From an optimization exercise on the open Yosys and OpenROAD flow, aimed at small area; shortcuts taken in it are not production practice. Where RTL was checked, it was by simulation tests only, not by an equivalence proof against the original. Power is estimated from default activity; no workload was simulated.

==> flow/design.v (excerpt) <==
module modbus_tcp_read_client_framer_unit (
  input  wire logic          clk,
  input  wire logic          rst,
  input  wire logic          push,
  output logic               full,
  input  wire logic [1:0]    item_cmd,
  input  wire logic [7:0]    item_function_code,
  input  wire logic [15:0]   item_start_address,
  input  wire logic [15:0]   item_quantity,
  input  wire logic [7:0]    item_rx_byte,
  output logic               empty,
  input  wire logic          pop,
  output logic [1:0]         result_kind,
  output logic [15:0]        result_value,
  output logic [9:0]         result_item_index,
  output logic [2:0]         result_status,
  output logic [31:0]        result_total_count,
  output logic [31:0]        result_failed_count,
  output logic               result_last,
  input  wire logic          cfg_valid,
  output logic               cfg_ready,
  input  wire logic [7:0]    cfg_data
);
For scale: about 1000 cells after synthesis, roughly 160 I/O pins, about 11000 um^2 of cells after synthesis.
clock: 8.0 ns
lec_check: 0
cap_margin: 0
core_margin: 2
core_utilization: 40
gpl_timing_driven: 0
slew_margin: 0
standard.sh (not shown) runs the stock make flow with config.mk's settings and CLKGATE_MAP_FILE= SYNTH_SCRIPT=/design/flow/synth_recipe.tcl, a recipe that flattens the netlist after the stock synthesis.
==> flow/flow/run.sh <==
#!/bin/bash
# Standard ORFS layout through the standard.sh, with three changes:
#  - synthesis: the standard flow's own synthesis script, but Yosys's abc maps the logic with an
#    area-oriented script (flow/area.script), and adders are left to abc instead of
#    being mapped to full/half adder cells first (ADDER_MAP_FILE empty); flip-flop
#    mapping and names are unchanged
#  - the port buffers are sky130_fd_sc_hd__buf_1
#  - clock tree synthesis uses small clock buffers and no dummy loads
# make's full output goes to flow_make.log in this folder; ORFS keeps each step's
# log under orfs/logs.
set -euo pipefail
HERE=$(pwd)
cat flow/abc_area.tcl synth_recipe.tcl > area_synth.tcl
export FLOW_ABC_SCRIPT=$HERE/flow/area.script
CTS="-sink_clustering_enable -repair_clock_nets -dont_use_dummy_load -buf_list {sky130_fd_sc_hd__clkbuf_4} -sink_clustering_size 10 -sink_clustering_max_diameter 50"
BUF="-buffer_cell sky130_fd_sc_hd__buf_1"
export BUFFER_PORTS_ARGS="$BUF"
export CTS_ARGS="$CTS"
bash standard.sh "SYNTH_SCRIPT=$HERE/area_synth.tcl" "ADDER_MAP_FILE=" "BUFFER_PORTS_ARGS=$BUF" "CTS_ARGS=$CTS" finish > flow_make.log 2>&1
==> flow/flow/abc_area.tcl <==
# Prepended to the standard flow's synthesis script (synth_recipe.tcl): Yosys's abc command maps the
# combinational logic with flow/area.script (area-oriented mapping) instead of ORFS's
# speed script. Everything else, flip-flop mapping included, is the standard synthesis.
proc abc {args} {
  set i [lsearch -exact $args -script]
  if {$i >= 0} {
    lset args [expr {$i + 1}] $::env(FLOW_ABC_SCRIPT)
  }
  puts "abc (area script): $args"
  yosys abc {*}$args
}
==> flow/flow/area.script <==
&get -n
&st
&dc2
&dch -f
&nf -a -p -R 1000 -C 32 -F 8 -A 8
&st
&dc2
&dch -f
&nf -a -p -R 1000 -C 32 -F 8 -A 8
&st
&dc2
&dch -f
&nf -a -p -R 1000 -C 32 -F 8 -A 8
&put
The baseline passed the timing, design-rule and antenna checks.
Rerun with:
--- a/flow/flow/run.sh
+++ b/flow/flow/run.sh
@@ -4,3 +4 @@
-#    area-oriented script (flow/area.script), and adders are left to abc instead of
-#    being mapped to full/half adder cells first (ADDER_MAP_FILE empty); flip-flop
-#    mapping and names are unchanged
+#    area-oriented script (flow/area.script); flip-flop mapping and names are unchanged
@@ -19 +17 @@
-bash standard.sh "SYNTH_SCRIPT=$HERE/area_synth.tcl" "ADDER_MAP_FILE=" "BUFFER_PORTS_ARGS=$BUF" "CTS_ARGS=$CTS" finish > flow_make.log 2>&1
+bash standard.sh "SYNTH_SCRIPT=$HERE/area_synth.tcl" "BUFFER_PORTS_ARGS=$BUF" "CTS_ARGS=$CTS" finish > flow_make.log 2>&1
--- a/flow/config.mk
+++ b/flow/config.mk
@@ -8 +8 @@
-export CAP_MARGIN = 0
+export CAP_MARGIN = 20
@@ -11,2 +11 @@
-export GPL_TIMING_DRIVEN = 0
-export SLEW_MARGIN = 0
+export SLEW_MARGIN = 20
The changed run completed without violations.
Non-clock buffer count goes down by 18.
Hold slack loses 14 ps.
Clock skew is higher by 37 ps.
Sequential power went up by about 8%.
Synthesized cell count came out higher by 7.8%.
Global-route usage goes up by 0.63 points.
Clock-buffer cell count goes up by 4.
Setup slack improved by 1600 ps.
Rerun with:
--- a/flow/flow/run.sh
+++ b/flow/flow/run.sh
@@ -4 +4,3 @@
-#    area-oriented script (flow/area.script); flip-flop mapping and names are unchanged
+#    area-oriented script (flow/area.script), and adders are left to abc instead of
+#    being mapped to full/half adder cells first (ADDER_MAP_FILE empty); flip-flop
+#    mapping and names are unchanged
@@ -17 +19 @@
-bash standard.sh "SYNTH_SCRIPT=$HERE/area_synth.tcl" "BUFFER_PORTS_ARGS=$BUF" "CTS_ARGS=$CTS" finish > flow_make.log 2>&1
+bash standard.sh "SYNTH_SCRIPT=$HERE/area_synth.tcl" "ADDER_MAP_FILE=" "BUFFER_PORTS_ARGS=$BUF" "CTS_ARGS=$CTS" finish > flow_make.log 2>&1
Effect: Combinational power falls by 59%. Die area decreases by 4.7%. Fmax goes down by 21%. Clock-buffer cell count does not change. Power drops by 21%.


modbus_tcp_read_client_framer_unit, a different RTL version from the one above (not shown whole).
For scale: ~1,100 cells after synthesis, roughly 250 flip-flops, roughly 0.012 mm2 of cells after synthesis.
Settings: LEC_CHECK=0, CAP_MARGIN=20, CORE_MARGIN=2, CORE_UTILIZATION=40, SLEW_MARGIN=20; clock period 8.0 ns.
==> flow/flow/run.sh <==
#!/bin/bash
# Standard ORFS layout through the standard.sh, with three changes:
#  - synthesis: the standard flow's own synthesis script, but Yosys's abc maps the logic with an
#    area-oriented script (flow/area.script); flip-flop mapping and names are unchanged
#  - the port buffers are sky130_fd_sc_hd__buf_1
#  - clock tree synthesis uses small clock buffers and no dummy loads
# make's full output goes to flow_make.log in this folder; ORFS keeps each step's
# log under orfs/logs.
set -euo pipefail
HERE=$(pwd)
cat flow/abc_area.tcl synth_recipe.tcl > area_synth.tcl
export FLOW_ABC_SCRIPT=$HERE/flow/area.script
CTS="-sink_clustering_enable -repair_clock_nets -dont_use_dummy_load -buf_list {sky130_fd_sc_hd__clkbuf_4} -sink_clustering_size 8 -sink_clustering_max_diameter 40"
BUF="-buffer_cell sky130_fd_sc_hd__buf_1"
export BUFFER_PORTS_ARGS="$BUF"
export CTS_ARGS="$CTS"
bash standard.sh "SYNTH_SCRIPT=$HERE/area_synth.tcl" "BUFFER_PORTS_ARGS=$BUF" "CTS_ARGS=$CTS" finish > flow_make.log 2>&1
Scripts as last shown in full above: flow/flow/abc_area.tcl, flow/flow/area.script
Change:
--- a/flow/flow/run.sh
+++ b/flow/flow/run.sh
@@ -11,5 +11,5 @@
 cat flow/abc_area.tcl synth_recipe.tcl > area_synth.tcl
 export FLOW_ABC_SCRIPT=$HERE/flow/area.script
-CTS="-sink_clustering_enable -repair_clock_nets -dont_use_dummy_load -buf_list {sky130_fd_sc_hd__clkbuf_4} -sink_clustering_size 8 -sink_clustering_max_diameter 40"
+CTS="-sink_clustering_enable -repair_clock_nets -dont_use_dummy_load -buf_list {sky130_fd_sc_hd__clkbuf_4} -sink_clustering_size 10 -sink_clustering_max_diameter 50"
 BUF="-buffer_cell sky130_fd_sc_hd__buf_1"
 export BUFFER_PORTS_ARGS="$BUF"
Result: Setup slack degrades by 0.064 ns; clock power shrinks by 8.4%; sequential cell count does not change; routed wire length fell by 0.47%; die area is unchanged.
Function was not checked in any run of this note: the RTL went through the layout flow alone.


the baseline:
Another version of the RTL of modbus_tcp_read_client_framer_unit (not shown whole).
Size in the first run: about 160 I/O pins.
clock: 8.0 ns
lec_check: 0
cap_margin: 20
core_margin: 2
core_utilization: 40
slew_margin: 20
==> flow/flow/run.sh <==
#!/bin/bash
# Standard ORFS layout (the standard.sh, unchanged synthesis), with
#  - the port buffers made from sky130_fd_sc_hd__buf_1 instead of the default buffer
#  - clock tree synthesis from small clock buffers and without dummy loads
# make's full output goes to flow_make.log in this folder; ORFS keeps each
# step's log under orfs/logs.
set -euo pipefail
CTS="-sink_clustering_enable -repair_clock_nets -dont_use_dummy_load -buf_list {sky130_fd_sc_hd__clkbuf_2 sky130_fd_sc_hd__clkbuf_4 sky130_fd_sc_hd__clkbuf_8}"
export BUFFER_PORTS_ARGS="-buffer_cell sky130_fd_sc_hd__buf_1"
export CTS_ARGS="$CTS"
bash standard.sh "BUFFER_PORTS_ARGS=$BUFFER_PORTS_ARGS" "CTS_ARGS=$CTS_ARGS" finish > flow_make.log 2>&1
The baseline finished every stage and its layout cleared the timing, design-rule and antenna checks.
The inputs of the candidate differ from those of the baseline as listed below.
-- flow/flow/run.sh --
<<< the baseline, line 8
CTS="-sink_clustering_enable -repair_clock_nets -dont_use_dummy_load -buf_list {sky130_fd_sc_hd__clkbuf_2 sky130_fd_sc_hd__clkbuf_4 sky130_fd_sc_hd__clkbuf_8}"
>>> the candidate, line 8
CTS="-sink_clustering_enable -repair_clock_nets -dont_use_dummy_load -buf_list {sky130_fd_sc_hd__clkbuf_2 sky130_fd_sc_hd__clkbuf_4}"
Results
Diff the baseline -> the candidate: cell count increased 1.6%; internal power component -3.8%; filler cell count in the final layout +42; total die area about even; overall power moved down. When the final numbers for the baseline and the candidate were put side by side, the share of the clock period used by the worst path turned out to be greater in the baseline. Comparing the candidate with the baseline, the routed wire length came out essentially unchanged.

[static timing again, ports no longer ideal]
How much do the figures lean on ideal ports? The routed layouts below were timed once more, with nothing changed but the port constraints.
Step 1, drivers: a clkbuf_16 drives clk and a buf_2 each remaining input, both assumed.
Step 2, shift: input delay + t, output delay - t, t = (earliest + latest rising clock arrival at the registers) / 2. This alone moves slack from input paths to output paths.
Slacks: no drivers / after step 1 / after step 2; pairs: no drivers / after step 1.
run | t, ns | slack for setup (ns) | pins driven straight from the clock port
the first run of note 1 | 0.720 | 0.703 / 0.725 / 0.005 | 1
the second run of note 1 | 0.631 | 2.311 / 2.311 / 2.104 | 1
the third run of note 1 | 0.629 | 0.770 / 0.770 / 0.598 | 1
the first run of note 2 | 0.651 | 2.215 / 2.215 / 1.686 | 1
the second run of note 2 | 0.649 | 2.151 / 2.151 / 1.691 | 1
the baseline | 0.579 | 2.821 / 2.821 / 2.808 | 1
the candidate | 0.685 | 2.856 / 2.856 / 2.787 | 1
After both steps every run listed still meets setup and hold. For the first run of note 1, which loses most, drivers alone change the setup slack by +0.022 ns; drivers and shift together by -0.698 ns.
